This is an optimization exercise on Yosys and OpenROAD, whose aim is small area, a short achievable clock period and few clock cycles, not a production implementation.
The RTL was checked by simulation tests, not by an equivalence proof against the original design.
Power is estimated from default activity; no workload was simulated.

==> flow/design.v <==
package ppu_pkg;
  localparam int CFG_DW       = 11;
  localparam int ADDRESS_BITS = 20;
  typedef enum logic [2:0] {
    REG_PIXEL_FORMAT = 3'd0,
    REG_ABGR_ORDER   = 3'd1,
    REG_IMAGE_WIDTH  = 3'd2,
    REG_IMAGE_HEIGHT = 3'd3,
    REG_ROW_STRIDE   = 3'd4
  } cfg_reg_t;
  localparam logic [2:0] FMT_1BPP   = 3'd0;
  localparam logic [2:0] FMT_4BPP   = 3'd1;
  localparam logic [2:0] FMT_8BPP   = 3'd2;
  localparam logic [2:0] FMT_RGB24  = 3'd3;
  localparam logic [2:0] FMT_RGBA32 = 3'd4;
  localparam logic [CFG_DW-1:0] DIM_MAX        = 11'd1024;
  localparam logic [CFG_DW-1:0] WIDTH_RST      = 11'd320;
  localparam logic [CFG_DW-1:0] HEIGHT_RST     = 11'd200;
  localparam logic [CFG_DW-1:0] STRIDE_RST     = 11'd320;
  localparam logic [31:0]       OPAQUE_ALPHA   = 32'hff000000;
  function automatic logic [CFG_DW-1:0] dim_limit(input logic [CFG_DW-1:0] v);
    dim_limit = ((v == '0) || (v > DIM_MAX)) ? DIM_MAX : v;
  endfunction
  function automatic logic [31:0] order_color(input logic [31:0] c, input logic abgr);
    order_color = abgr ? {c[31:24], c[7:0], c[15:8], c[23:16]} : c;
  endfunction
endpackage
module palette_pixel_unpacker #(
  parameter int PALETTE_DEPTH = 64
) (
  input  logic              clk,
  input  logic              rst_n,
  input  logic              cfg_we,
  input  logic [2:0]        cfg_index,
  input  logic [ppu_pkg::CFG_DW-1:0] cfg_data,
  input  logic              in_valid,
  output logic              in_ready,
  input  logic              in_mode,
  input  logic [7:0]        in_data_byte,
  input  logic [7:0]        in_palette_index,
  input  logic [31:0]       in_palette_color,
  output logic              out_valid,
  input  logic              out_ready,
  output logic [31:0]       out_pixel_value,
  output logic [ppu_pkg::ADDRESS_BITS-1:0] out_pixel_address,
  output logic              out_last_of_run,
  output logic              out_end_of_image
);
  localparam int AW = ppu_pkg::ADDRESS_BITS;
  localparam int K  = 8;           
  localparam int KB = 3;
  localparam int NR = 64 / K;      
  logic        f1, f4, f8, f24, f32, fidx, fdir;    
  logic        abgr_r;
  logic [10:0] stride_r;
  logic [9:0]  wl_r, hl_r;       
  logic [63:0][31:0] pal;
  logic [KB-1:0]     rot_r;
  logic [K-1:0]      r1_oh;      
  logic        in_ready_r;
  logic        h_vld, h_pw;
  logic [5:0]  h_idx;
  logic [31:0] h_dat;
  logic          wb_vld, wb_land;
  logic [5:0]    wb_idx;
  logic [31:0]   wb_dat;
  logic [NR-1:0] wb_ring;
  logic [1:0]  phase_r;
  logic        dcomp;        
  logic [23:0] partial_r;
  logic          u_vld, u_byp, u_zero, u_last;
  logic [2:0]    u_cnt;
  logic [5:0]    u_idx;
  logic [6:0]    u_rest;
  logic [NR-1:0] u_ring;     
  logic [K-1:0]  u_place;    
  logic [9:0]    col_r, row_r;
  logic [AW-1:0] base_r;
  logic          col_end, row_end;
  logic          wl0_r, hl0_r;   
  logic          o_vld, o_last, o_eoi;
  logic [31:0]   o_pix;
  logic [AW-1:0] o_addr;
  logic o_take, u_issue, u_free, dload, o_load;
  logic in_acc, in_item, h_go, i_go, h_load, e_vld, h_to_wb, wb_free;
  logic [7:0] e_byte;
  logic u_vld_nx, h_vld_nx, h_pw_nx, wb_vld_nx;
  logic [5:0] h_idx_nx, wb_idx_nx;
  assign wb_free = !wb_vld || wb_land;
  assign o_take  = !o_vld || out_ready;
  assign u_issue = u_vld && o_take;
  assign u_free  = !u_vld || (u_last && o_take);
  assign in_acc  = in_valid && in_ready_r;
  assign in_item = in_acc && (in_mode ? (in_palette_index[7:6] == 2'b00) : (fidx || fdir));
  assign h_go    = h_vld && (h_pw ? (u_free && wb_free) :
                             (fidx ? u_free : (!dcomp || o_take)));
  assign i_go    = in_item && !in_mode && (!h_vld || (h_pw && h_go)) &&
                   (fidx ? u_free : (!dcomp || o_take));
  assign h_load  = in_item && !i_go;
  assign h_to_wb = h_vld && h_pw && h_go;
  assign e_vld   = (h_vld && !h_pw && h_go) || i_go;
  assign e_byte  = (h_vld && !h_pw) ? h_dat[7:0] : in_data_byte;
  assign dload   = e_vld && fdir && dcomp;
  assign o_load  = u_issue || dload;
  assign h_vld_nx  = h_load || (h_vld && !h_go);
  assign h_pw_nx   = h_load ? in_mode : h_pw;
  assign h_idx_nx  = h_load ? in_palette_index[5:0] : h_idx;
  assign wb_vld_nx = h_to_wb || (wb_vld && !wb_land);
  assign wb_idx_nx = h_to_wb ? h_idx : wb_idx;
  assign u_vld_nx  = (e_vld && fidx) || (u_vld && !(u_issue && u_last));
  logic land_nx, land_h, land_w;
  logic [KB-1:0] rot2;
  assign rot2    = KB'(rot_r + KB'(2));
  assign land_h  = (h_idx[KB-1:0] == rot2);
  assign land_w  = wb_vld && !wb_land && (wb_idx[KB-1:0] == rot2);
  assign land_nx = h_to_wb ? land_h : land_w;
  always_ff @(posedge clk) begin
    if (!rst_n) begin
      in_ready_r <= 1'b1;
      h_vld      <= 1'b0;
      wb_vld     <= 1'b0;
      wb_land    <= 1'b0;
      wb_ring    <= '0;
      rot_r      <= '0;
      r1_oh      <= K'(2);
    end else begin
      h_vld      <= h_vld_nx;
      wb_vld     <= wb_vld_nx;
      wb_land    <= land_nx;
      for (int m = 0; m < NR; m++) begin
        wb_ring[m] <= h_to_wb ? (land_h && (h_idx[5:KB] == (6-KB)'(m)))
                              : (land_w && (wb_idx[5:KB] == (6-KB)'(m)));
      end
      rot_r      <= rot_r + KB'(1);
      r1_oh      <= {r1_oh[K-2:0], r1_oh[K-1]};
      in_ready_r <= !h_vld_nx || (!u_vld_nx && (h_pw_nx ? (!wb_vld_nx || land_nx) : fidx));
    end
  end
  always_ff @(posedge clk) begin
    if (h_load) begin
      h_pw  <= in_mode;
      h_idx <= in_palette_index[5:0];
      h_dat <= in_mode ? in_palette_color : {24'h0, in_data_byte};
    end
  end
  always_ff @(posedge clk) begin
    if (h_to_wb) begin
      wb_idx <= h_idx;
      wb_dat <= h_dat;
    end
  end
  always_ff @(posedge clk) begin
    for (int m = 0; m < NR; m++) begin
      for (int p = 1; p < K; p++) pal[m*K+p] <= pal[m*K+p-1];
      pal[m*K] <= wb_ring[m] ? wb_dat : pal[m*K+K-1];
    end
  end
  function automatic logic [9:0] last_index(input logic [10:0] v);
    last_index = ((v == '0) || (v > ppu_pkg::DIM_MAX)) ? 10'd1023 : 10'(v - 11'd1);
  endfunction
  logic [9:0] cfg_li;
  logic       cfg_fmt, cfg_w, cfg_h;
  assign cfg_li  = last_index(cfg_data);
  logic cfg_spec;
  assign cfg_spec = (cfg_data == '0) || (cfg_data > ppu_pkg::DIM_MAX);
  assign cfg_fmt = cfg_we && (cfg_index == 3'd0);
  assign cfg_w   = cfg_we && (cfg_index == 3'd2);
  assign cfg_h   = cfg_we && (cfg_index == 3'd3);
  always_ff @(posedge clk) begin
    if (!rst_n) begin
      f1       <= 1'b0;
      f4       <= 1'b0;
      f8       <= 1'b1;
      f24      <= 1'b0;
      f32      <= 1'b0;
      fidx     <= 1'b1;
      fdir     <= 1'b0;
      abgr_r   <= 1'b0;
      wl_r     <= 10'(ppu_pkg::WIDTH_RST - 11'd1);
      hl_r     <= 10'(ppu_pkg::HEIGHT_RST - 11'd1);
      wl0_r    <= 1'b0;
      hl0_r    <= 1'b0;
      stride_r <= ppu_pkg::STRIDE_RST;
      phase_r  <= '0;
      dcomp    <= 1'b0;
    end else begin
      if (cfg_fmt) begin
        f1      <= (cfg_data[2:0] == ppu_pkg::FMT_1BPP);
        f4      <= (cfg_data[2:0] == ppu_pkg::FMT_4BPP);
        f8      <= (cfg_data[2:0] == ppu_pkg::FMT_8BPP);
        f24     <= (cfg_data[2:0] == ppu_pkg::FMT_RGB24);
        f32     <= (cfg_data[2:0] == ppu_pkg::FMT_RGBA32);
        fidx    <= (cfg_data[2:0] <= ppu_pkg::FMT_8BPP);
        fdir    <= (cfg_data[2:0] == ppu_pkg::FMT_RGB24) || (cfg_data[2:0] == ppu_pkg::FMT_RGBA32);
        phase_r <= '0;
        dcomp   <= 1'b0;
      end else if (e_vld && fdir) begin
        phase_r <= dcomp ? 2'd0 : phase_r + 2'd1;
        dcomp   <= !dcomp && (f24 ? (phase_r == 2'd1) : (phase_r == 2'd2));
      end
      if (cfg_we && (cfg_index == 3'd1)) abgr_r <= cfg_data[0];
      if (cfg_w) begin
        wl_r  <= cfg_li;
        wl0_r <= (cfg_li == '0);
      end
      if (cfg_h) begin
        hl_r  <= cfg_li;
        hl0_r <= (cfg_li == '0);
      end
      if (cfg_we && (cfg_index == 3'd4)) stride_r <= cfg_data;
    end
  end
  always_ff @(posedge clk) begin
    if (e_vld && fdir && !dcomp) begin
      case (phase_r)
        2'd0:    partial_r[23:16] <= e_byte;
        2'd1:    partial_r[15:8]  <= e_byte;
        default: partial_r[7:0]   <= e_byte;
      endcase
    end
  end
  logic          u_ld, u_adv, zero_ld, zero_nx, byp_nx;
  logic [5:0]    idx_ld, idx_sh, idx_nx;
  logic [K-1:0]  jd_ld, jd_sh;
  logic [NR-1:0] rg_ld, rg_sh, rg_hold;
  logic [K-1:0]  po_ld, po_sh, po_hold;
  assign u_ld    = e_vld && fidx;
  assign u_adv   = u_issue && !u_last;
  assign idx_ld  = f1 ? {5'b0, e_byte[7]} : (f4 ? {2'b0, e_byte[7:4]} : e_byte[5:0]);
  assign idx_sh  = f1 ? {5'b0, u_rest[6]} : {2'b0, u_rest[6:3]};
  assign zero_ld = f8 && (e_byte[7:6] != 2'b00);
  assign idx_nx  = u_ld ? idx_ld : (u_adv ? idx_sh : u_idx);
  assign zero_nx = u_ld ? zero_ld : (!u_adv && u_zero);
  logic wkeep, byp_l, byp_s, byp_u;
  assign wkeep  = wb_vld && !wb_land;
  assign byp_l  = h_to_wb ? (idx_ld == h_idx) : (wkeep && (idx_ld == wb_idx));
  assign byp_s  = h_to_wb ? (idx_sh == h_idx) : (wkeep && (idx_sh == wb_idx));
  assign byp_u  = h_to_wb ? (u_idx  == h_idx) : (wkeep && (u_idx  == wb_idx));
  assign byp_nx = u_ld ? (!zero_ld && byp_l) : (u_adv ? byp_s : (!u_zero && byp_u));
  assign jd_ld   = f1 ? (e_byte[7] ? K'(2) : K'(1)) :
                   (f4 ? (K'(1) << e_byte[6:4]) : (K'(1) << e_byte[2:0]));
  assign jd_sh   = f1 ? (u_rest[6] ? K'(2) : K'(1)) : (K'(1) << u_rest[5:3]);
  assign po_hold = {u_place[K-2:0], u_place[K-1]};
  always_comb begin
    for (int m = 0; m < NR; m++) begin
      rg_ld[m] = !zero_ld && (idx_ld[5:KB] == (6-KB)'(m));
      rg_sh[m] = (idx_sh[5:KB] == (6-KB)'(m));
      rg_hold[m] = !u_zero && (u_idx[5:KB] == (6-KB)'(m));
    end
    po_ld = '0;
    po_sh = '0;
    for (int p = 0; p < K; p++) begin
      for (int k = 0; k < K; k++) begin
        po_ld[p] = po_ld[p] | (r1_oh[k] & jd_ld[(k - p) & (K - 1)]);
        po_sh[p] = po_sh[p] | (r1_oh[k] & jd_sh[(k - p) & (K - 1)]);
      end
    end
  end
  always_ff @(posedge clk) begin
    if (!rst_n) begin
      u_vld <= 1'b0;
    end else begin
      u_vld <= u_vld_nx;
    end
  end
  always_ff @(posedge clk) begin
    u_idx   <= idx_nx;
    u_zero  <= zero_nx;
    u_byp   <= fidx && byp_nx;
    u_ring  <= {NR{fidx && !byp_nx}} & (u_ld ? rg_ld : (u_adv ? rg_sh : rg_hold));
    u_place <= u_ld ? po_ld : (u_adv ? po_sh : po_hold);
    if (u_ld) begin
      u_last <= f8;
      u_cnt  <= f1 ? 3'd7 : (f4 ? 3'd1 : 3'd0);
      u_rest <= f1 ? e_byte[6:0] : {e_byte[3:0], 3'b000};
    end else if (u_issue) begin
      u_last <= (u_cnt == 3'd1);
      u_cnt  <= u_cnt - 3'd1;
      u_rest <= f1 ? {u_rest[5:0], 1'b0} : {u_rest[2:0], 4'h0};
    end
  end
  logic [31:0] pal_rd;
  logic [NR-1:0][31:0] ring_rd;
  always_comb begin
    for (int m = 0; m < NR; m++) begin
      ring_rd[m] = '0;
      for (int p = 0; p < K; p++) begin
        ring_rd[m] = ring_rd[m] | ({32{u_place[p]}} & pal[m*K+p]);
      end
    end
    pal_rd = {32{u_byp}} & wb_dat;
    for (int m = 0; m < NR; m++) begin
      pal_rd = pal_rd | ({32{u_ring[m]}} & ring_rd[m]);
    end
  end
  logic [31:0] dval, pix_nx;
  assign dval = ppu_pkg::order_color(f24 ? {8'hff, partial_r[23:8], e_byte} : {e_byte, partial_r},
                                     abgr_r);
  logic s_u, s_us, s_d, s_h;
  assign s_u  = u_issue && !abgr_r;
  assign s_us = u_issue && abgr_r;
  assign s_d  = dload;
  assign s_h  = !o_load;
  assign pix_nx = ({32{s_u}}  & pal_rd) |
                  ({32{s_us}} & {pal_rd[31:24], pal_rd[7:0], pal_rd[15:8], pal_rd[23:16]}) |
                  ({32{s_d}}  & dval) |
                  ({32{s_h}}  & o_pix);
  always_ff @(posedge clk) begin
    o_pix <= pix_nx;
  end
  always_ff @(posedge clk) begin
    if (!rst_n) begin
      col_r   <= '0;
      row_r   <= '0;
      base_r  <= '0;
      col_end <= 1'b0;
      row_end <= 1'b0;
      o_vld   <= 1'b0;
    end else begin
      if (o_load) begin
        o_vld <= 1'b1;
        if (col_end) begin
          col_r   <= '0;
          col_end <= wl0_r;
          if (row_end) begin
            row_r   <= '0;
            row_end <= hl0_r;
            base_r  <= '0;
          end else begin
            row_r   <= row_r + 10'd1;
            row_end <= (row_r + 10'd1 == hl_r);
            base_r  <= base_r + AW'(stride_r);
          end
        end else begin
          col_r   <= col_r + 10'd1;
          col_end <= (col_r + 10'd1 == wl_r);
        end
      end else if (out_ready) begin
        o_vld <= 1'b0;
      end
      if (cfg_w) col_end <= cfg_spec ? (&col_r) : ({1'b0, col_r} + 11'd1 >= cfg_data);
      if (cfg_h) row_end <= cfg_spec ? (&row_r) : ({1'b0, row_r} + 11'd1 >= cfg_data);
    end
  end
  always_ff @(posedge clk) begin
    o_addr <= ({AW{o_load}} & (base_r + AW'(col_r))) | ({AW{!o_load}} & o_addr);
    o_last <= (o_load && (!u_issue || u_last)) || (!o_load && o_last);
    o_eoi  <= (o_load && col_end && row_end) || (!o_load && o_eoi);
  end
  assign in_ready          = in_ready_r;
  assign out_valid         = o_vld;
  assign out_pixel_value   = o_pix;
  assign out_pixel_address = o_addr;
  assign out_last_of_run   = o_last;
  assign out_end_of_image  = o_eoi;
endmodule
==> flow/flow/run.sh <==
#!/bin/bash
# Layout: the standard flow (standard.sh, unchanged synthesis, floorplan,
# power grid and tap cells) with two changes made through ORFS variables:
#  - every input and output port still gets a buffer, but a buf_4 instead of
#    the default (a slow delay cell);
#  - clock tree: sink clusters of up to 30 sinks within 80 um, no dummy loads.
# ORFS writes each step's full log under orfs/logs; make's own output goes to
# standard.log.
set -euo pipefail
bash standard.sh \
  'BUFFER_PORTS_ARGS=-buffer_cell sky130_fd_sc_hd__buf_4' \
  'CTS_ARGS=-sink_clustering_enable -repair_clock_nets -dont_use_dummy_load -sink_clustering_size 30 -sink_clustering_max_diameter 80' \
  finish > standard.log 2>&1
==> flow/standard.sh <==
#!/bin/bash
# synth_recipe.tcl (not shown) runs the flow's synth.tcl, then flattens the netlist and writes it again
# the make line also repeats each setting of config.mk as NAME=value (left out here)
make -C /OpenROAD-flow-scripts/flow DESIGN_CONFIG=/design/flow/config.mk WORK_HOME=/design/flow/orfs CLKGATE_MAP_FILE= SYNTH_SCRIPT=/design/flow/synth_recipe.tcl "${@:-finish}"
==> flow/config.mk <==
export PLATFORM = sky130hd
export DESIGN_NAME = palette_pixel_unpacker
export DESIGN_NICKNAME = palette_pixel_unpacker
export VERILOG_FILES = /design/flow/design.v
export SDC_FILE = /design/flow/constraint.sdc
export NUM_CORES = 8
export LEC_CHECK = 0
export ABC_CLOCK_PERIOD_IN_PS = 3000
export CAP_MARGIN = 20
export CORE_MARGIN = 2
export CORE_UTILIZATION = 55
export PLACE_DENSITY = 0.65
export SETUP_SLACK_MARGIN = 3.1
export SLEW_MARGIN = 20
export SYNTH_MEMORY_MAX_BITS = 16384
==> flow/constraint.sdc <==
create_clock -name core_clock -period 5.5 [get_ports {clk}]
set_input_delay 1.1000 -clock core_clock [delete_from_list [all_inputs] [get_ports {clk}]]
set_output_delay 1.1000 -clock core_clock [all_outputs]
set_load 0.01 [all_outputs]
==> impl_metrics.ini, run 1 <==
[timing]
rsz0062_at_grt = true
timing.final.crit_share_pct = 46.9
period_needed_ns = 2.58
drv_slew = 0
max_freq_ghz = 0.387
setup-tns-final_ns = 0
fin_skew_ns = 0.0661
hold_viol_final = 0
relSlewSlack_pct = 24.6
tightest_slew_ns = 1.13
fin_ws_ns = 2.92
setup_viol = 0

[clock_tree]
cts_num_sinks = 2348
clockBufferDepth = 3
numCtsBuffers = 95
cts_root_buf = clkbuf_16
clkTransAtPathRegs_ns = 0.11
cts_tree = built
cts_hold_buf = 0
htree_levels = 3
clkLatencyLatePin_ns = 0.74

[worst_setup_path]
cp-start-kind = flip-flop
cp.arrival_ns = 3.19
r2r-start = u_place[7]
worstPathMaxFanout = 9
r2r_slack_ns = 2.92
startpoint = u_place[7]
r2r-end = o_pix[6]
r2r_cells = 10
setup.worst_path.class = reg2reg
critPathCaptureType = flip-flop
required_ns = 6.11

[detailed_routing]
vias = 48800
wire_per_inst_um = 28.6
viasPerCell = 6.41
first_pass_iters = 6
routed_wl_mm = 218
drcViolationCount = 0
first_iter_violations = 5222
final_antenna_net_count = 0

[floorplan]
io_pins = 124
chipWidth_um = 365
die_h_um = 365
rows = 132
core_um2 = 129000
start_util_pct = 55.4
die-area_um2 = 133000

[power]
power.density_nw_per_um2 = 403
ir_worst_vdd_mv = 0.292
total_leakage_power_uw = 0.0309

[synthesis]
syn-instance-count = 5669
yosys_warnings = 1
synth_seq_area_share_pct = 67.6
synth_area_um2 = 71600
syn_area_per_cell_um2 = 12.6
synth_nets = 5795
ys_async_sr_fraction_pct = 0
yosysUniqueCellTypes = 84
synth_enable_flop_cells = 138
synth_ff_type = dfxtp_1
synth_seq_cells = 2348

[placed_design]
io_buffers = 123
place.gp.congestion = 0.877
hpwl_mm = 114
post-place-cells = 7234
place_ws_ns = 1.81

[min_path]
worstHoldPathCells = 0
holdPathEnd = pal[1968]
hp-class = reg2reg
min_from = pal[1936]

[final_layout]
instances_no_fill = 7608
drive_gt1_share_pct = 21.9
layout.nets = 5993
syn_to_final_growth_pct = 16.2
nFillCells = 9701
final_util_pct = 64.4

[global_route]
grt_pass1_wl_mm = 312
overflow = 0
grt_start_max_net_pins = 59
grt_usage_pct = 31.4
antenna_found_initial = 7
grt_pass1_vias = 47200

[job]
cap_violations = 0

[outcome]
status = finished clean
placed cells by master, fill, tap and decap left out, drive strengths merged, types with 20 or more instances in the layout:
master | synthesis | routed
a22oi | 1090 | 1090
nor2 | 122 | 122
buf | 92 | 461
nor2b | 32 | 32
a22o | 36 | 36
xnor2 | 68 | 68
a21boi | 34 | 34
a221o | 20 | 20
a211oi | 26 | 26
nand4 | 271 | 271
and3 | 23 | 23
and2 | 51 | 51
mux2 | 289 | 290
nand3 | 92 | 92
ha | 56 | 56
clkbuf | 297 | 107
a21oi | 75 | 76
a222oi | 39 | 39
nor3 | 31 | 31
mux2i | 47 | 48
edfxtp | 138 | 138
xor2 | 41 | 41
a221oi | 31 | 31
nand2 | 136 | 136
dfxtp | 2210 | 2210
a31oi | 23 | 23
inv | 39 | 35
o21ai | 78 | 78
timing repair:
item,CTS,global route
buffers inserted,147,70
pin swaps,135,187
cloned,47,14
endpoints found under the setup margin,222,183
gates resized for setup,360,244
through the flow:
step | cell area, um2 | hold WS (ns) | power [uW]
after floorplan | 72200 | 0.331 | 20400
after global placement | 74600 | 0.332 | 22400
after detailed placement | 74600 | 0.336 | 22400
after CTS | 81300 | 0.312 | 32900
after global routing | 83200 | 0.309 | 34300
final | 83200 | 0.313 | 33500
cells by family (layout without fill, tap and decap cells):
logic type               after synthesis  in the layout  share of synthesized area, %
AO/OA/AOI/OAI                       1550           1551                          16.1
XOR/XNOR                             109            109                          1.33
adder cells (fa/ha/maj)               58             58                          1.03
buffers and inverters                431            623                          2.31
flip-flops                          2348           2348                          67.6
multiplexers                         339            341                          5.34
other                                  0              1                             0
AND/OR/NAND/NOR                      834            835                          6.29
sequential cells by signal, summed over array words and instances (netlist names), 6 cells and up, named ones only:
name,flops
h_idx,6
u_ring,8
u_idx,6
h_dat,32
stride_r,11
o_pix,32
partial_r,24
row_r,10
wl_r,10
u_place,8
r1_oh,8
pal,2048
u_rest,7
base_r,20
col_r,10
wb_ring,8
hl_r,10
wb_dat,32
wb_idx,6
critical path, stage by stage (launching register included):
cell,delay [ns]
dfxtp_4,0.38
buf_12,0.14
buf_12,0.15
buf_12,0.15
a22oi_2,0.14
nand4_1,0.13
a222oi_1,0.46
nand3_1,0.20
nor2_4,0.23
mux2i_1,0.11
a221o_1,0.34
synth_stat cells, types with 68 or more instances:
| cell type | number | share of area [%] |
|---|---|---|
| nand4_1 | 271 | 2.4 |
| nand3_1 | 92 | 0.64 |
| dfxtp_1 | 2210 | 62 |
| a21oi_1 | 72 | 0.50 |
| a22oi_1 | 1089 | 11 |
| buf_1 | 80 | 0.42 |
| nor2_1 | 122 | 0.64 |
| edfxtp_1 | 138 | 5.8 |
| nand2_1 | 136 | 0.71 |
| mux2_2 | 289 | 4.5 |
| xnor2_1 | 68 | 0.83 |
| clkbuf_1 | 296 | 1.6 |
| o21ai_0 | 76 | 0.53 |
metal layers:
| layer | global-route usage, % | routed length (um) | vias up |
|---|---|---|---|
| met5 | 0 | 8 | - |
| met4 | 12.1 | 8790 | 2 |
| met3 | 4.94 | 17500 | 411 |
| met2 | 48.8 | 98000 | 2096 |
| met1 | 44.1 | 93600 | 24600 |
| li1 | - | - | 21600 |
report_power, final:
part | switching (uW) | internal [uW]
logic | 4700 | 2830
registers | 424 | 17500
clock network | 5010 | 3110
area by class of cell:
type                       count  area (um2)  share of cell area (%)
clock buffer                  95        2380                    2.86
multi-input combinational   2894       23700                    28.4
timing repair inverter         1        7.51                 0.00902
timing repair buffer         485        6280                    7.55
antenna                        1        2.50                 0.00301
inverter                      42         181                   0.218
sequential                  2348       48500                    58.3
tap                         1742        2180                    2.62
worst max path at each step:
stage,cells past startpoint,end,slack [ns]
after floorplan,8,wb_ring[5],2.43
after detailed placement,8,hl0_r,1.81
after global placement,8,hl0_r,1.86
after CTS,10,o_pix[7],2.94
final,10,o_pix[6],2.92
after global routing,8,u_byp,2.89
Testbench counts, summed over its fixed seeds: cycles 10,549.
==> inputs of run 2 (changes only) <==
--- a/flow/design.v
+++ b/flow/design.v
@@ -64,7 +64,7 @@
   logic          wb_vld, wb_land;
   logic [5:0]    wb_idx;
   logic [31:0]   wb_dat;
-  logic [NR-1:0] wb_ring;
+  logic [NR-1:0] wb_ring, wb_keep;    
   logic [1:0]  phase_r;
   logic        dcomp;        
   logic [23:0] partial_r;
@@ -121,6 +121,7 @@
       wb_vld     <= 1'b0;
       wb_land    <= 1'b0;
       wb_ring    <= '0;
+      wb_keep    <= '1;
       rot_r      <= '0;
       r1_oh      <= K'(2);
     end else begin
@@ -130,6 +131,8 @@
       for (int m = 0; m < NR; m++) begin
         wb_ring[m] <= h_to_wb ? (land_h && (h_idx[5:KB] == (6-KB)'(m)))
                               : (land_w && (wb_idx[5:KB] == (6-KB)'(m)));
+        wb_keep[m] <= h_to_wb ? !(land_h && (h_idx[5:KB] == (6-KB)'(m)))
+                              : !(land_w && (wb_idx[5:KB] == (6-KB)'(m)));
       end
       rot_r      <= rot_r + KB'(1);
       r1_oh      <= {r1_oh[K-2:0], r1_oh[K-1]};
@@ -152,7 +155,7 @@
   always_ff @(posedge clk) begin
     for (int m = 0; m < NR; m++) begin
       for (int p = 1; p < K; p++) pal[m*K+p] <= pal[m*K+p-1];
-      pal[m*K] <= wb_ring[m] ? wb_dat : pal[m*K+K-1];
+      pal[m*K] <= ({32{wb_ring[m]}} & wb_dat) | ({32{wb_keep[m]}} & pal[m*K+K-1]);
     end
   end
   function automatic logic [9:0] last_index(input logic [10:0] v);
@@ -344,8 +347,8 @@
   end
   always_ff @(posedge clk) begin
     o_addr <= ({AW{o_load}} & (base_r + AW'(col_r))) | ({AW{!o_load}} & o_addr);
-    o_last <= (o_load && (!u_issue || u_last)) || (!o_load && o_last);
-    o_eoi  <= (o_load && col_end && row_end) || (!o_load && o_eoi);
+    o_last <= (o_load & (!u_issue | u_last)) | (!o_load & o_last);
+    o_eoi  <= (o_load & col_end & row_end) | (!o_load & o_eoi);
   end
   assign in_ready          = in_ready_r;
   assign out_valid         = o_vld;
==> flow/flow/run.sh (replaced) <==
#!/bin/bash
# Layout: the standard flow (standard.sh, unchanged synthesis, floorplan,
# power grid and tap cells) with two changes made through ORFS variables:
#  - every input and output port still gets a buffer, but a buf_4 instead of
#    the default (a slow delay cell);
#  - clock tree: sink clusters of up to 25 sinks within 80 um, no dummy loads.
# ORFS writes each step's full log under orfs/logs; make's own output goes to
# standard.log.
set -euo pipefail
bash standard.sh \
  'BUFFER_PORTS_ARGS=-buffer_cell sky130_fd_sc_hd__buf_4' \
  'CTS_ARGS=-sink_clustering_enable -repair_clock_nets -dont_use_dummy_load -sink_clustering_size 25 -sink_clustering_max_diameter 80' \
  finish > standard.log 2>&1
--- a/flow/config.mk
+++ b/flow/config.mk
@@ -5,11 +5,12 @@
 export SDC_FILE = /design/flow/constraint.sdc
 export NUM_CORES = 8
 export LEC_CHECK = 0
+export ABC_AREA = 1
 export ABC_CLOCK_PERIOD_IN_PS = 3000
 export CAP_MARGIN = 20
 export CORE_MARGIN = 2
 export CORE_UTILIZATION = 55
 export PLACE_DENSITY = 0.65
-export SETUP_SLACK_MARGIN = 3.1
+export SETUP_SLACK_MARGIN = 2.9
 export SLEW_MARGIN = 20
 export SYNTH_MEMORY_MAX_BITS = 16384
==> run 2 against run 1 <==
Hold slack improved by 0.0030 ns. Combinational power fell by 13%. Non-clock buffer count fell by 264. Clock power rose by 5.8%. Die area rose by 3.2%. Final area fell by 4.2%. Synthesized cell count rose by 37%. Critical path depth fell by 1. Clock skew fell by 0.0094 ns. Sequential power rose by 6%. Fmax fell by 2.2%. Critical path type unchanged.
==> impl_metrics.ini, run 2 <==
[outcome]
status = finished clean

[timing]
setup_viol = 0
relSlewSlack_pct = 26.9
rsz0062_at_grt = true
period_needed_ns = 2.64
tightest_slew_ns = 1.09
max_freq_ghz = 0.379
setup-tns-final_ns = 0
timing.final.crit_share_pct = 48.0
drv_slew = 0
fin_skew_ns = 0.0566
hold_viol_final = 0

[global_route]
grt_pass1_vias = 51800
grt_start_max_net_pins = 121
grt_pass1_wl_mm = 319
grt_usage_pct = 30.3
antenna_found_initial = 10
overflow = 0

[clock_tree]
cts_hold_buf = 0
clockBufferDepth = 3
numCtsBuffers = 108
clkTransAtPathRegs_ns = 0.09
cts_num_sinks = 2356
clkLatencyLatePin_ns = 0.76
cts_tree = built
cts_root_buf = clkbuf_16
htree_levels = 3

[power]
switchingPower_uw = 10800
p_sw_share_pct = 31.9
p_clk_share_pct = 25.2
p_seq_share_pct = 55.5
total_leakage_power_uw = 0.0337
p_int_uw = 23200
comb_power_share_pct = 19.3
power.density_nw_per_um2 = 427
ir_worst_vdd_mv = 0.425

[final_layout]
syn_to_final_growth_pct = 7.90
drive_gt1_share_pct = 6.40
seq_area_um2 = 48600
instances_no_fill = 9486
layout.nets = 7843
largest-register = pal
multi_input_area_um2 = 22700
nFillCells = 11600
mostFrequentLayoutCell = nand2_1
final_cell_mix = nand2_1, dfxtp_1, o21ai_0
largest_reg_flops = 2048

[detailed_routing]
top_layer = met5
drcViolationCount = 0
wl_met2_mm = 93.3
routed_wl_mm = 212
vias = 54500
first_pass_iters = 6
viasPerCell = 5.75
final_antenna_net_count = 0
wl_met1_mm = 95.3
met3_length_mm = 17.5
first_iter_violations = 5605
wire_per_inst_um = 22.4

[synthesis]
synth_ff_type = dfxtp_1
ys_top_cells_by_count = nand2_1, dfxtp_1, o21ai_0
synth_top_area_share_pct = 60.1
synth_area_leaders = dfxtp_1, nand2_1, edfxtp_1
synth_seq_cells = 2356
synth_nets = 7878
synth_enable_flop_cells = 138
synth_area_leader_cell = dfxtp_1
post-synth-top-count-cell = nand2_1
syn_area_per_cell_um2 = 9.53
syn-instance-count = 7752
synth_seq_area_share_pct = 65.7
ys_async_sr_fraction_pct = 0
yosys_warnings = 1
yosysUniqueCellTypes = 55
synth_area_um2 = 73900

[placed_design]
io_buffers = 123
post-place-cells = 9350
place.gp.congestion = 0.918
hpwl_mm = 126

[worst_setup_path]
worst_path_most_repeated_cell = nand2_1
setup.worst_path.class = reg2reg
worstPathMaxFanout = 83
cp.arrival_ns = 3.22
required_ns = 6.07
worst_path_largest_cell_delay_ns = 0.52
cp-start-kind = flip-flop
critPathCaptureType = flip-flop
crit_buf_inv = 1
path_cells = buf_12, nand2_1, nand4_1, o21ai_0, nand2_1, a21oi_1, nand3_1, nand2_1, nand4_1
slowest_stage = dfxtp_4
r2r_slack_ns = 2.86
crit_family = simple AND/OR/NAND/NOR gates

[min_path]
hp-class = reg2reg

[floorplan]
chipWidth_um = 371
die_h_um = 371
die-area_um2 = 137000
io_pins = 124
rows = 134
start_util_pct = 55.4
core_um2 = 133000

[job]
cap_violations = 0
## run 2: cell families after synthesis
logic type,Yosys count,synth area share (%)
simple gates,3302,18.5
flops,2356,65.7
compound gates,1232,10.4
buf+inv,767,4.01
fa+ha+maj,58,1.00
xor+xnor,37,0.438
## run 2: stage by stage
stage | hold WS, ns | area, um2 | setup slack (ns) | total power, uW | util [%]
detailed placement | 0.335 | 76400 | 1.64 | 25500 | 57.3
floorplan | 0.331 | 74000 | 2.69 | 22500 | -
global placement | 0.331 | 76400 | 1.68 | 25500 | 57.3
CTS | 0.305 | 79400 | 2.86 | 34000 | 59.5
global route | 0.323 | 79700 | 2.84 | 35200 | 59.8
finish | 0.316 | 79800 | 2.86 | 34000 | 59.8
## run 2: area by class of cell
class	count	share of cell area, %
Antenna cell	3	0.00941
Timing Repair inverter	1	0.00941
Tap cell	1768	2.77
Multi-Input combinational cell	4630	28.4
Timing Repair Buffer	221	2.50
Clock buffer	108	3.39
Sequential cell	2356	61.0
Inverter	399	1.94
## run 2: path summary, 6_finish.rpt
kind / from / endpoint / cells after the start
worst max-delay path: u_place[3] / o_pix[1] / 9
worst min-delay path: pal[1245] / pal[1277] / 0
worst max register to register: u_place[3] / o_pix[1] / 9
worst min register to register: pal[1245] / pal[1277] / 0
## run 2: repair_timing
item | in CTS | in global routing
pin swaps | 3 | 6
cloned | 0 | 3
setup buffers | 14 | 8
resized for setup | 35 | 63
setup endpoints to repair | 178 | 154
## run 2: power groups by stage
stage	logic, uW	registers (uW)	clock network (uW)
2_1_floorplan	3860	18700	0
3_3_place_gp	6140	19300	0
3_5_place_dp	6160	19300	0
4_1_cts	6440	18800	8730
5_1_grt	6990	18900	9310
6_report	6570	18900	8590
## run 2: layer usage
metal,global-route usage (%),vias up
met5,0,-
met4,8.95,2
met3,4.24,332
met2,47.5,2274
met1,43.7,26400
li1,-,25600
Testbench counts of run 2, summed over its fixed seeds: cycles 10,549.
==> inputs of run 3 (changes only) <==
--- a/flow/design.v
+++ b/flow/design.v
@@ -62,6 +62,7 @@
   logic [5:0]  h_idx;
   logic [31:0] h_dat;
   logic          wb_vld, wb_land;
+  logic          wb_act;     
   logic [5:0]    wb_idx;
   logic [31:0]   wb_dat;
   logic [NR-1:0] wb_ring, wb_keep;    
@@ -92,7 +93,7 @@
   assign u_free  = !u_vld || (u_last && o_take);
   assign in_acc  = in_valid && in_ready_r;
   assign in_item = in_acc && (in_mode ? (in_palette_index[7:6] == 2'b00) : (fidx || fdir));
-  assign h_go    = h_vld && (h_pw ? (u_free && wb_free) :
+  assign h_go    = h_vld && (h_pw ? wb_free :
                              (fidx ? u_free : (!dcomp || o_take)));
   assign i_go    = in_item && !in_mode && (!h_vld || (h_pw && h_go)) &&
                    (fidx ? u_free : (!dcomp || o_take));
@@ -111,14 +112,17 @@
   logic land_nx, land_h, land_w;
   logic [KB-1:0] rot2;
   assign rot2    = KB'(rot_r + KB'(2));
-  assign land_h  = (h_idx[KB-1:0] == rot2);
-  assign land_w  = wb_vld && !wb_land && (wb_idx[KB-1:0] == rot2);
+  logic act_nx;
+  assign act_nx  = h_to_wb ? u_free : (wb_act || u_free);
+  assign land_h  = u_free && (h_idx[KB-1:0] == rot2);
+  assign land_w  = wb_vld && !wb_land && (wb_act || u_free) && (wb_idx[KB-1:0] == rot2);
   assign land_nx = h_to_wb ? land_h : land_w;
   always_ff @(posedge clk) begin
     if (!rst_n) begin
       in_ready_r <= 1'b1;
       h_vld      <= 1'b0;
       wb_vld     <= 1'b0;
+      wb_act     <= 1'b0;
       wb_land    <= 1'b0;
       wb_ring    <= '0;
       wb_keep    <= '1;
@@ -127,6 +131,7 @@
     end else begin
       h_vld      <= h_vld_nx;
       wb_vld     <= wb_vld_nx;
+      wb_act     <= act_nx;
       wb_land    <= land_nx;
       for (int m = 0; m < NR; m++) begin
         wb_ring[m] <= h_to_wb ? (land_h && (h_idx[5:KB] == (6-KB)'(m)))
@@ -136,7 +141,7 @@
       end
       rot_r      <= rot_r + KB'(1);
       r1_oh      <= {r1_oh[K-2:0], r1_oh[K-1]};
-      in_ready_r <= !h_vld_nx || (!u_vld_nx && (h_pw_nx ? (!wb_vld_nx || land_nx) : fidx));
+      in_ready_r <= !h_vld_nx || (h_pw_nx ? (!wb_vld_nx || land_nx) : (fidx && !u_vld_nx));
     end
   end
   always_ff @(posedge clk) begin
@@ -237,8 +242,8 @@
   logic wkeep, byp_l, byp_s, byp_u;
   assign wkeep  = wb_vld && !wb_land;
   assign byp_l  = h_to_wb ? (idx_ld == h_idx) : (wkeep && (idx_ld == wb_idx));
-  assign byp_s  = h_to_wb ? (idx_sh == h_idx) : (wkeep && (idx_sh == wb_idx));
-  assign byp_u  = h_to_wb ? (u_idx  == h_idx) : (wkeep && (u_idx  == wb_idx));
+  assign byp_s  = !h_to_wb && wkeep && wb_act && (idx_sh == wb_idx);
+  assign byp_u  = !h_to_wb && wkeep && wb_act && (u_idx  == wb_idx);
   assign byp_nx = u_ld ? (!zero_ld && byp_l) : (u_adv ? byp_s : (!u_zero && byp_u));
   assign jd_ld   = f1 ? (e_byte[7] ? K'(2) : K'(1)) :
                    (f4 ? (K'(1) << e_byte[6:4]) : (K'(1) << e_byte[2:0]));
@@ -345,10 +350,12 @@
       if (cfg_h) row_end <= cfg_spec ? (&row_r) : ({1'b0, row_r} + 11'd1 >= cfg_data);
     end
   end
+  logic [AW-1:0] addr_nx;
+  assign addr_nx = base_r + AW'(col_r);
   always_ff @(posedge clk) begin
-    o_addr <= ({AW{o_load}} & (base_r + AW'(col_r))) | ({AW{!o_load}} & o_addr);
-    o_last <= (o_load & (!u_issue | u_last)) | (!o_load & o_last);
-    o_eoi  <= (o_load & col_end & row_end) | (!o_load & o_eoi);
+    o_addr <= ({AW{u_issue}} & addr_nx) | ({AW{dload}} & addr_nx) | ({AW{s_h}} & o_addr);
+    o_last <= (u_issue & u_last) | dload | (s_h & o_last);
+    o_eoi  <= (u_issue & col_end & row_end) | (dload & col_end & row_end) | (s_h & o_eoi);
   end
   assign in_ready          = in_ready_r;
   assign out_valid         = o_vld;
--- a/flow/config.mk
+++ b/flow/config.mk
@@ -11,6 +11,6 @@
 export CORE_MARGIN = 2
 export CORE_UTILIZATION = 55
 export PLACE_DENSITY = 0.65
-export SETUP_SLACK_MARGIN = 2.9
+export SETUP_SLACK_MARGIN = 3.0
 export SLEW_MARGIN = 20
 export SYNTH_MEMORY_MAX_BITS = 16384
==> run 3 against run 2 <==
Die area fell by 0.68%. Via count fell by 0.78%. Still clean on timing, DRC and antenna. Critical path type unchanged. Fmax rose by 6.0%. Clock power fell by 0.5%. Global-route usage rose by 0.33 points. Highest routed layer unchanged.
==> impl_metrics.ini, run 3 <==
[final_layout]
largest_reg_flops = 2048
mostFrequentLayoutCell = nand2_1
layout.nets = 7830
final_util_pct = 59.9
largest-register = pal
final_cell_mix = nand2_1, dfxtp_1, o21ai_0
syn_to_final_growth_pct = 8.43
drive_gt1_share_pct = 5.99

[power]
p_seq_share_pct = 56.2
ir_worst_vdd_mv = 0.381
p_clk_share_pct = 26.2
p_sw_share_pct = 30.4
p_int_uw = 22700
total_leakage_power_uw = 0.0330
switchingPower_uw = 9910
power.density_nw_per_um2 = 410
comb_power_share_pct = 17.6

[synthesis]
synth_seq_cells = 2357
synth_area_um2 = 73400
post-synth-top-count-cell = nand2_1
ys_top_cells_by_count = nand2_1, dfxtp_1, o21ai_0
yosys_warnings = 1
synthAdderAreaFrac_pct = 1.01
synth-xor-area-share_pct = 0.544
muxShareOfSynthArea_pct = 0
synth_area_leader_cell = dfxtp_1
synth_ff_type = dfxtp_1
synth_nets = 7855
yosysUniqueCellTypes = 52
synth_top_area_share_pct = 61.1
synth_enable_flop_cells = 117
synth_compound_area_share_pct = 10.4
syn-instance-count = 7729
ys_async_sr_fraction_pct = 0
synth_area_leaders = dfxtp_1, nand2_1, edfxtp_1
synth_top_family_by_area = simple AND/OR/NAND/NOR gates
syn_area_per_cell_um2 = 9.50
synth_seq_area_share_pct = 65.9
yosys.area_share.simple_pct = 18.3

[clock_tree]
cts_root_buf = clkbuf_16
numCtsBuffers = 107
cts_num_sinks = 2357
clkLatencyLatePin_ns = 0.77
clockBufferDepth = 3
htree_levels = 3
cts_tree = built
clkTransAtPathRegs_ns = 0.10
cts_hold_buf = 0

[worst_setup_path]
r2r_slack_ns = 3.01
startpoint = row_r[0]
critPathCaptureType = flip-flop
cp-start-kind = flip-flop
r2r-start = row_r[0]
worstPathMaxFanout = 3
setup.worst_path.end = row_end
path_depth = 19
cp.arrival_ns = 3.12
required_ns = 6.13
r2r-end = row_end
worst_path_most_repeated_cell = nand2_1
worst_path_largest_cell_delay_ns = 0.39
crit_family = simple AND/OR/NAND/NOR gates
slowest_stage = dfxtp_4
path_cells = ha_4, nand2_1, nor2_2, nand2_1, inv_1, nand2_1, nand2_1, inv_1, ha_4, a21oi_1, nor2_1, a211oi_1, nand3_1, o21ai_1, nand3_1, nand2_1, inv_1, nand2_1, inv_1
r2r_cells = 19
setup.worst_path.class = reg2reg
crit_buf_inv = 4

[detailed_routing]
routed_wl_mm = 215
first_pass_iters = 6
wire_per_inst_um = 22.7
first_iter_violations = 5892
final_antenna_net_count = 0
drcViolationCount = 0
vias = 54100
viasPerCell = 5.71

[timing]
timing.final.crit_share_pct = 45.3
fin_ws_ns = 3.01
relSlewSlack_pct = 30.4
hold_viol_final = 0
drv_slew = 0
period_needed_ns = 2.49
rsz0062_at_grt = true
max_freq_ghz = 0.401
whs_ns = 0.309
fin_skew_ns = 0.0741
setup_viol = 0
tightest_slew_ns = 1.04
setup-tns-final_ns = 0

[outcome]
status = finished clean

[global_route]
overflow = 0
grt_start_max_net_pins = 107
grt_usage_pct = 30.7
antenna_found_initial = 15
grt_pass1_vias = 51600
grt_pass1_wl_mm = 318

[floorplan]
rows = 134
core_um2 = 133000
start_util_pct = 55.2
die_h_um = 369
io_pins = 124
die-area_um2 = 136000
chipWidth_um = 369

[min_path]
hp-class = reg2reg

[job]
cap_violations = 0

[placed_design]
io_buffers = 123
place.gp.congestion = 0.897
hpwl_mm = 122
place_ws_ns = 1.26
==> run 3: timing repair <==
| item | CTS | global route |
|---|---|---|
| setup endpoints to repair | 165 | 137 |
| buffers inserted | 19 | 13 |
| pin swaps | 7 | 5 |
| gates cloned | 6 | 3 |
| gates resized for setup | 52 | 65 |
==> run 3: through the flow <==
stage                     total power (uW)  instance area [um2]  instances
final                                32600                79600       9471
after global placement               23800                75900       9319
after floorplan                      21400                73500       7729
after CTS                            32500                79200       9451
after global routing                 33700                79600       9470
after detailed placement             23900                75900       9319
==> run 3: cell type report <==
cell class | instances | area, um2
fillers | 11400 | 53400
diodes | 1 | 2.50
clock buffers | 107 | 2680
flip-flops and latches | 2357 | 48400
repair inverters | 2 | 15.0
repair buffers | 232 | 2290
well taps | 1768 | 2210
inverters | 366 | 1440
multi-input cells | 4638 | 22500
==> run 3: kinds of logic (layout without fill, tap and decap cells) <==
| kind of cell | Yosys count | after routing |
|---|---|---|
| AO/OA/AOI/OAI | 1235 | 1235 |
| XOR/XNOR | 44 | 44 |
| adder cells (fa/ha/maj) | 58 | 58 |
| buffers and inverters | 737 | 707 |
| flip-flops | 2357 | 2357 |
| other | 0 | 1 |
| AND/OR/NAND/NOR | 3298 | 3301 |
==> run 3: power by group through the flow <==
stage / Combinational [uW] / Clock (uW) / Sequential [uW]
floorplan: 3140 / 0 / 18200
global placement: 5010 / 0 / 18800
detailed placement: 5030 / 0 / 18800
CTS: 5440 / 8680 / 18300
global route: 6090 / 9270 / 18400
finish: 5750 / 8550 / 18300
==> run 3: layer usage <==
layer,vias up,track usage [%],part of all wire [%]
met2,2324,46.9,43
met4,6,9.86,3.2
met1,25900,44.4,44
met3,379,4.93,9.0
met5,-,0,0.017
li1,25500,-,-
==> run 3: worst min path at each step <==
stage	from	endpoint	cells after the start	slack [ns]
floorplan	pal[94]	pal[126]	0	0.33
global placement	pal[1177]	pal[1209]	0	0.33
detailed placement	pal[1084]	pal[1116]	0	0.33
CTS	pal[855]	pal[887]	0	0.31
global route	pal[1895]	pal[1927]	0	0.32
finish	pal[1895]	pal[1927]	0	0.31
Testbench counts of run 3, summed over its fixed seeds: cycles 10,521.
==> inputs of run 4 (changes only) <==
--- a/flow/config.mk
+++ b/flow/config.mk
@@ -11,6 +11,6 @@
 export CORE_MARGIN = 2
 export CORE_UTILIZATION = 55
 export PLACE_DENSITY = 0.65
-export SETUP_SLACK_MARGIN = 3.0
+export SETUP_SLACK_MARGIN = 3.2
 export SLEW_MARGIN = 20
 export SYNTH_MEMORY_MAX_BITS = 16384
==> run 4 against run 3 <==
Register-to-register slack improved by 0.17 ns. Largest cell class unchanged. Combinational power grew 14%. Sequential cell count unchanged. Count of clock-buffer cells in the layout did not move. Clock power is 0.5% higher. Routed wire length grew 3.6%. Hold slack better by 0.00098 ns. Synthesized area unchanged. Clock skew decreased by 0.0028 ns.
==> impl_metrics.ini, run 4 <==
[synthesis]
post-synth-top-count-cell = nand2_1
synth_top_area_share_pct = 61.1
synth_area_um2 = 73400
synth_seq_area_share_pct = 65.9
synth_area_leader_cell = dfxtp_1
synth_nets = 7855
yosys_warnings = 1
ys_top_cells_by_count = nand2_1, dfxtp_1, o21ai_0
syn-instance-count = 7729
synth_area_leaders = dfxtp_1, nand2_1, edfxtp_1
synth_ff_type = dfxtp_1
syn_area_per_cell_um2 = 9.50
yosysUniqueCellTypes = 52
ys_async_sr_fraction_pct = 0
synth_seq_cells = 2357
synth_enable_flop_cells = 117

[worst_setup_path]
cp-start-kind = flip-flop
setup.worst_path.end = out_pixel_value[29]
crit_buf_inv = 1
worstPathMaxFanout = 2
r2r-end = row_end
cp.arrival_ns = 1.29
path_cells = buf_6
setup.worst_path.class = reg2out
startpoint = o_pix[29]
slowest_stage = dfxtp_4
r2r-start = row_r[1]
required_ns = 4.40
worst_path_largest_cell_delay_ns = 0.41
crit_family = flip-flops
r2r_slack_ns = 3.18
critPathCaptureType = output port
r2r_cells = 18
path_depth = 1

[final_layout]
drive_gt1_share_pct = 9.05
syn_to_final_growth_pct = 10.8
largest-register = pal
final_cell_mix = nand2_1, dfxtp_1, o21ai_0
mostFrequentLayoutCell = nand2_1
final_util_pct = 61.2
nFillCells = 11200
largest_reg_flops = 2048
layout.nets = 7911

[detailed_routing]
first_iter_violations = 6239
drcViolationCount = 0
vias = 55200
wire_per_inst_um = 23.3
routed_wl_mm = 222
viasPerCell = 5.78
final_antenna_net_count = 0
wl_met2_mm = 97.7
top_layer = met5
wl_met1_mm = 98.5
first_pass_iters = 6
met3_length_mm = 19.0

[placed_design]
hpwl_mm = 122
io_buffers = 123
place_ws_ns = 1.58
place.gp.congestion = 0.913

[global_route]
grt_usage_pct = 31.4
overflow = 0
grt_start_max_net_pins = 87
antenna_found_initial = 10
grt_pass1_vias = 51000
grt_pass1_wl_mm = 325

[timing]
period_needed_ns = 2.39
rsz0062_at_grt = true
drv_slew = 0
fin_ws_ns = 3.11
setup_viol = 0
timing.final.crit_share_pct = 43.4
setup-tns-final_ns = 0
max_freq_ghz = 0.419
tightest_slew_ns = 1.13
fin_skew_ns = 0.0713
relSlewSlack_pct = 24.7
hold_viol_final = 0

[min_path]
hp-class = reg2reg

[floorplan]
die-area_um2 = 136000
die_h_um = 369
io_pins = 124
core_um2 = 133000
chipWidth_um = 369
rows = 134
start_util_pct = 55.2

[job]
cap_violations = 0

[clock_tree]
numCtsBuffers = 107
cts_tree = built
clockBufferDepth = 3
clkTransAtPathRegs_ns = 0.09
cts_root_buf = clkbuf_16
clkLatencyLatePin_ns = 0.77
htree_levels = 3
cts_num_sinks = 2357

[power]
ir_worst_vdd_mv = 0.375
power.density_nw_per_um2 = 411
total_leakage_power_uw = 0.0337

[outcome]
status = finished clean
run 4: cell counts after synthesis:
Identical to the previous run, type by type.
run 4: how the worst min path moves through the flow:
stage                     end  depth (start not counted)      start
floorplan            pal[126]                          0    pal[94]
global placement    pal[2012]                          0  pal[1980]
detailed placement   pal[365]                          0   pal[333]
CTS                 pal[1525]                          0  pal[1493]
global route        pal[1415]                          0  pal[1383]
finish              pal[1525]                          0  pal[1493]
run 4: power breakdown:
group	total, uW	leakage (uW)	internal [uW]	switching, uW
Clock	8590	0.00132	3470	5120
Combinational	6580	0.0132	2000	4580
Sequential	18200	0.0192	17700	561
run 4: metal layers:
| metal | vias up | GRT usage (%) |
|---|---|---|
| met3 | 347 | 3.74 |
| met4 | 2 | 9.91 |
| met2 | 2421 | 48.4 |
| li1 | 25700 | - |
| met5 | - | 0 |
| met1 | 26800 | 46.1 |
run 4: cell families (layout without fill, tap and decap cells):
| kind of cell | Yosys count | after routing | share of synthesized area (%) |
|---|---|---|---|
| AOI/OAI and AO/OA | 1235 | 1235 | 10.4 |
| adders and majority gates | 58 | 58 | 1.01 |
| DFF | 2357 | 2357 | 65.9 |
| other | 0 | 3 | 0 |
| and+or+nand+nor | 3298 | 3303 | 18.3 |
| xor gates and xnor gates | 44 | 44 | 0.544 |
| buffers and inverters | 737 | 786 | 3.84 |
run 4: through the flow:
step | std cells | power, uW | hold WS (ns) | instance area [um2]
finish | 9554 | 33400 | 0.310 | 81400
global route | 9551 | 34400 | 0.324 | 81300
CTS | 9488 | 33000 | 0.304 | 80300
detailed placement | 9319 | 23900 | 0.335 | 76200
global placement | 9318 | 23900 | 0.332 | 76100
floorplan | 7729 | 21400 | 0.331 | 73800
run 4: cell type report:
type	count	area [um2]	share of cell area (%)
multi-input combinational	4640	23000	28.3
timing repair buffer	311	3410	4.19
clock buffer	107	2680	3.29
antenna	3	7.51	0.00923
inverter	366	1460	1.80
timing repair inverter	2	15.0	0.0185
sequential	2357	48600	59.7
tap	1768	2210	2.72
run 4: repair_timing:
action | in CTS | in global routing
endpoints found under the hold margin | 0 | 0
gates resized for setup | 237 | 95
cloned | 9 | 6
endpoints found under the setup margin | 249 | 197
hold buffers | 0 | 0
setup buffers | 53 | 57
pin swaps | 30 | 28
==> inputs of run 5 (changes only) <==
--- a/flow/design.v
+++ b/flow/design.v
@@ -74,7 +74,8 @@
   logic [5:0]    u_idx;
   logic [6:0]    u_rest;
   logic [NR-1:0] u_ring;     
-  logic [K-1:0]  u_place;    
+  localparam int NQ = 4;
+  logic [NQ-1:0][K-1:0] u_pq;
   logic [9:0]    col_r, row_r;
   logic [AW-1:0] base_r;
   logic          col_end, row_end;
@@ -231,7 +232,8 @@
   logic [5:0]    idx_ld, idx_sh, idx_nx;
   logic [K-1:0]  jd_ld, jd_sh;
   logic [NR-1:0] rg_ld, rg_sh, rg_hold;
-  logic [K-1:0]  po_ld, po_sh, po_hold;
+  logic [K-1:0]  po_ld, po_sh, po_hold, place_nx;
+  logic [NQ-1:0] qd_ld, qd_sh, qd_hold, quarter_nx;
   assign u_ld    = e_vld && fidx;
   assign u_adv   = u_issue && !u_last;
   assign idx_ld  = f1 ? {5'b0, e_byte[7]} : (f4 ? {2'b0, e_byte[7:4]} : e_byte[5:0]);
@@ -248,13 +250,25 @@
   assign jd_ld   = f1 ? (e_byte[7] ? K'(2) : K'(1)) :
                    (f4 ? (K'(1) << e_byte[6:4]) : (K'(1) << e_byte[2:0]));
   assign jd_sh   = f1 ? (u_rest[6] ? K'(2) : K'(1)) : (K'(1) << u_rest[5:3]);
+  logic [K-1:0] u_place;
+  always_comb begin
+    u_place = '0;
+    for (int q = 0; q < NQ; q++) u_place = u_place | u_pq[q];
+  end
   assign po_hold = {u_place[K-2:0], u_place[K-1]};
+  assign place_nx = u_ld ? po_ld : (u_adv ? po_sh : po_hold);
+  assign quarter_nx = u_ld ? qd_ld : (u_adv ? qd_sh : qd_hold);
   always_comb begin
     for (int m = 0; m < NR; m++) begin
       rg_ld[m] = !zero_ld && (idx_ld[5:KB] == (6-KB)'(m));
       rg_sh[m] = (idx_sh[5:KB] == (6-KB)'(m));
       rg_hold[m] = !u_zero && (u_idx[5:KB] == (6-KB)'(m));
     end
+    for (int q = 0; q < NQ; q++) begin
+      qd_ld[q]   = (idx_ld[5:4] == 2'(q));
+      qd_sh[q]   = (idx_sh[5:4] == 2'(q));
+      qd_hold[q] = (u_idx[5:4] == 2'(q));
+    end
     po_ld = '0;
     po_sh = '0;
     for (int p = 0; p < K; p++) begin
@@ -276,7 +290,9 @@
     u_zero  <= zero_nx;
     u_byp   <= fidx && byp_nx;
     u_ring  <= {NR{fidx && !byp_nx}} & (u_ld ? rg_ld : (u_adv ? rg_sh : rg_hold));
-    u_place <= u_ld ? po_ld : (u_adv ? po_sh : po_hold);
+    for (int q = 0; q < NQ; q++) begin
+      u_pq[q] <= {K{quarter_nx[q]}} & place_nx;
+    end
     if (u_ld) begin
       u_last <= f8;
       u_cnt  <= f1 ? 3'd7 : (f4 ? 3'd1 : 3'd0);
@@ -293,7 +309,7 @@
     for (int m = 0; m < NR; m++) begin
       ring_rd[m] = '0;
       for (int p = 0; p < K; p++) begin
-        ring_rd[m] = ring_rd[m] | ({32{u_place[p]}} & pal[m*K+p]);
+        ring_rd[m] = ring_rd[m] | ({32{u_pq[m / (NR / NQ)][p]}} & pal[m*K+p]);
       end
     end
     pal_rd = {32{u_byp}} & wb_dat;
--- a/flow/config.mk
+++ b/flow/config.mk
@@ -11,6 +11,6 @@
 export CORE_MARGIN = 2
 export CORE_UTILIZATION = 55
 export PLACE_DENSITY = 0.65
-export SETUP_SLACK_MARGIN = 3.2
+export SETUP_SLACK_MARGIN = 3.0
 export SLEW_MARGIN = 20
 export SYNTH_MEMORY_MAX_BITS = 16384
==> run 5 against run 4 <==
Register-to-register slack worse by 0.14 ns. Global-route usage is 0.21 points lower. Worst setup slack worse by 0.068 ns. Die area is 1.3% higher. Core utilization is 0.92 points lower. Critical path depth is 5 higher. Critical path type is now reg2reg. Critical endpoint is now o_pix[1]. Combinational power is 42% lower. Total power is 7.2% lower. Synthesized area is 1.4% higher. Via count is 0.44% lower. Clock power is 0.7% higher. Still clean. Final area is 0.89% lower.
==> impl_metrics.ini, run 5 <==
[outcome]
status = finished clean

[detailed_routing]
first_pass_iters = 6
routed_wl_mm = 218
viasPerCell = 5.71
drcViolationCount = 0
first_iter_violations = 5781
vias = 55000
wire_per_inst_um = 22.7
final_antenna_net_count = 0

[final_layout]
largest_reg_flops = 2048
layout.nets = 7978
final_cell_mix = nand2_1, dfxtp_1, o21ai_0
drive_gt1_share_pct = 7.16
largest-register = pal
antenna_cells = 0
syn_to_final_growth_pct = 8.38
seq_area_um2 = 49000
multi_input_area_um2 = 23100
mostFrequentLayoutCell = nand2_1
nFillCells = 11600
design_area_um2 = 80600

[power]
p_int_uw = 22400
p_seq_share_pct = 59.8
comb_power_share_pct = 12.3
fin_total_pwr_uw = 31000
total_leakage_power_uw = 0.0335
p_sw_share_pct = 27.6
p_clk_share_pct = 27.9
ir_worst_vdd_mv = 0.284
power.density_nw_per_um2 = 384
switchingPower_uw = 8550

[worst_setup_path]
critPathCaptureType = flip-flop
setup.worst_path.end = o_pix[1]
required_ns = 6.11
cp-start-kind = flip-flop
r2r-start = u_ring[3]
setup.worst_path.class = reg2reg
r2r-end = o_pix[1]
startpoint = u_ring[3]
r2r_cells = 6
worstPathMaxFanout = 28
cp.arrival_ns = 3.07
r2r_slack_ns = 3.04

[synthesis]
synth_area_leaders = dfxtp_1, nand2_1, edfxtp_1
ys_top_cells_by_count = nand2_1, dfxtp_1, o21ai_0
synth-xor-area-share_pct = 0.459
muxShareOfSynthArea_pct = 0
yosysUniqueCellTypes = 59
synth_seq_cells = 2381
synth_area_um2 = 74400
synth_top_family_by_area = simple AND/OR/NAND/NOR gates
syn_area_per_cell_um2 = 9.48
ys_async_sr_fraction_pct = 0
synth_seq_area_share_pct = 65.6
yosys_warnings = 1
synth_ff_type = dfxtp_1
synth_enable_flop_cells = 117
synthAdderAreaFrac_pct = 0.996
synth_compound_area_share_pct = 10.2
synth_top_area_share_pct = 60.9
synth_area_leader_cell = dfxtp_1
syn-instance-count = 7851
yosys.area_share.simple_pct = 18.8
synth_nets = 7977
post-synth-top-count-cell = nand2_1

[floorplan]
die_h_um = 372
io_pins = 124
die-area_um2 = 138000
rows = 134
chipWidth_um = 372
start_util_pct = 55.6
core_um2 = 134000

[clock_tree]
cts_root_buf = clkbuf_16
clkLatencyLatePin_ns = 0.76
numCtsBuffers = 108
clkTransAtPathRegs_ns = 0.10
cts_num_sinks = 2381
cts_tree = built
clockBufferDepth = 3
htree_levels = 3

[timing]
rsz0062_at_grt = true
max_freq_ghz = 0.407
drv_slew = 0
relSlewSlack_pct = 30.0
setup_viol = 0
period_needed_ns = 2.46
timing.final.crit_share_pct = 44.7
hold_viol_final = 0
setup-tns-final_ns = 0
tightest_slew_ns = 1.05
fin_skew_ns = 0.0761

[placed_design]
placed_area_um2 = 77200
place.gp.congestion = 0.963
hpwl_mm = 141
io_buffers = 123

[min_path]
hp-class = reg2reg

[global_route]
grt_pass1_vias = 52600
antenna_found_initial = 6
grt_usage_pct = 31.2
overflow = 0
grt_pass1_wl_mm = 326
grt_start_max_net_pins = 66

[job]
cap_violations = 0
-- run 5: power groups by stage --
stage	sequential (uW)	combinational (uW)	clock, uW
2_1_floorplan	18400	2120	0
3_5_place_dp	18900	3650	0
4_1_cts	18500	3680	8760
5_1_grt	18600	4060	9360
3_3_place_gp	18900	3620	0
6_report	18500	3820	8650
-- run 5: cells by family after synthesis --
group	count (synthesis)
adder cells (fa/ha/maj)	58
flip-flops	2381
AO/OA/AOI/OAI	1212
XOR/XNOR	39
buffers and inverters	751
AND/OR/NAND/NOR	3410
-- run 5: worst min path at each step --
stage / slack, ns / start / depth (start not counted) / endpoint
final: 0.29 / pal[545] / 0 / pal[577]
after global routing: 0.29 / pal[545] / 0 / pal[577]
after CTS: 0.29 / pal[545] / 0 / pal[577]
after detailed placement: 0.33 / pal[1352] / 0 / pal[1384]
after global placement: 0.33 / pal[686] / 0 / pal[718]
after floorplan: 0.33 / pal[1054] / 0 / pal[1086]
-- run 5: worst max-delay path: stages (launching register included) --
cell     delay, ns
dfxtp_1       0.50
inv_2         0.73
a21oi_1       0.11
nor2_2        0.44
nand3_1       0.35
nand2_1       0.14
nand4_1       0.09
-- run 5: layout make-up --
class / instances / area share (%)
flip-flops and latches: 2381 / 60.7
multi-input cells: 4721 / 28.7
clock buffers: 108 / 3.35
well taps: 1768 / 2.74
repair buffers: 252 / 2.62
inverters: 388 / 1.86
-- run 5: metal layers --
layer / part of all wire [%] / global-route usage, % / wire length [um] / up-vias
met2: 43 / 47.5 / 94400 / 2209
met1: 44 / 43.7 / 96400 / 26400
met3: 8.3 / 5.76 / 18100 / 385
li1: - / - / - / 25900
met5: 0 / 0 / 0 / -
met4: 4.3 / 13.1 / 9380 / 0
-- run 5: what timing repair did --
action / CTS / global route
gates resized for setup: 77 / 87
setup endpoints to repair: 146 / 126
hold buffers: 0 / 0
gates cloned: 2 / 0
setup buffers: 2 / 13
pin swaps: 0 / 9
-- run 5: through the flow --
stage	cells	hold WS (ns)	setup slack, ns	util (%)
after CTS	9604	0.293	2.97	60.0
after detailed placement	9492	0.335	1.64	57.7
after floorplan	7851	0.331	2.99	-
after global routing	9618	0.295	2.87	60.3
after global placement	9492	0.331	1.80	57.7
final	9618	0.291	3.04	60.3
Testbench counts of run 5, summed over its fixed seeds: cycles 10,521.

afterwards: timing with drivers on the ports:
The flow's constraints put no driver on any port. The routed layouts listed below were extracted and timed again, unchanged, in two steps. Step 1 assumes that a clkbuf_16 drives the clock port and a buf_2 every other input. Step 2 moves the port delays by t, midway between the first and last clock arrival at a register: inputs arrive t later, outputs are due t later. That takes back most of the time a late clock gives input paths. Three values: ideal, step 1, step 2; two values: the first two.
run	t (ns)	setup slack, ns	slew at the worst register clock pin (ns)
run 1	0.800	2.918 / 2.913 / 2.195	0.11 / 0.11
run 2	0.809	2.859 / 2.859 / 2.248	0.10 / 0.10
run 3	0.811	3.009 / 2.949 / 2.394	0.10 / 0.10
run 4	0.818	3.111 / 3.025 / 2.475	0.10 / 0.10
run 5	0.804	3.043 / 2.962 / 2.306	0.10 / 0.10
After both steps every run listed still meets setup and hold. For run 5, which loses most, drivers alone change the setup slack by -0.081 ns; drivers and shift together by -0.737 ns.
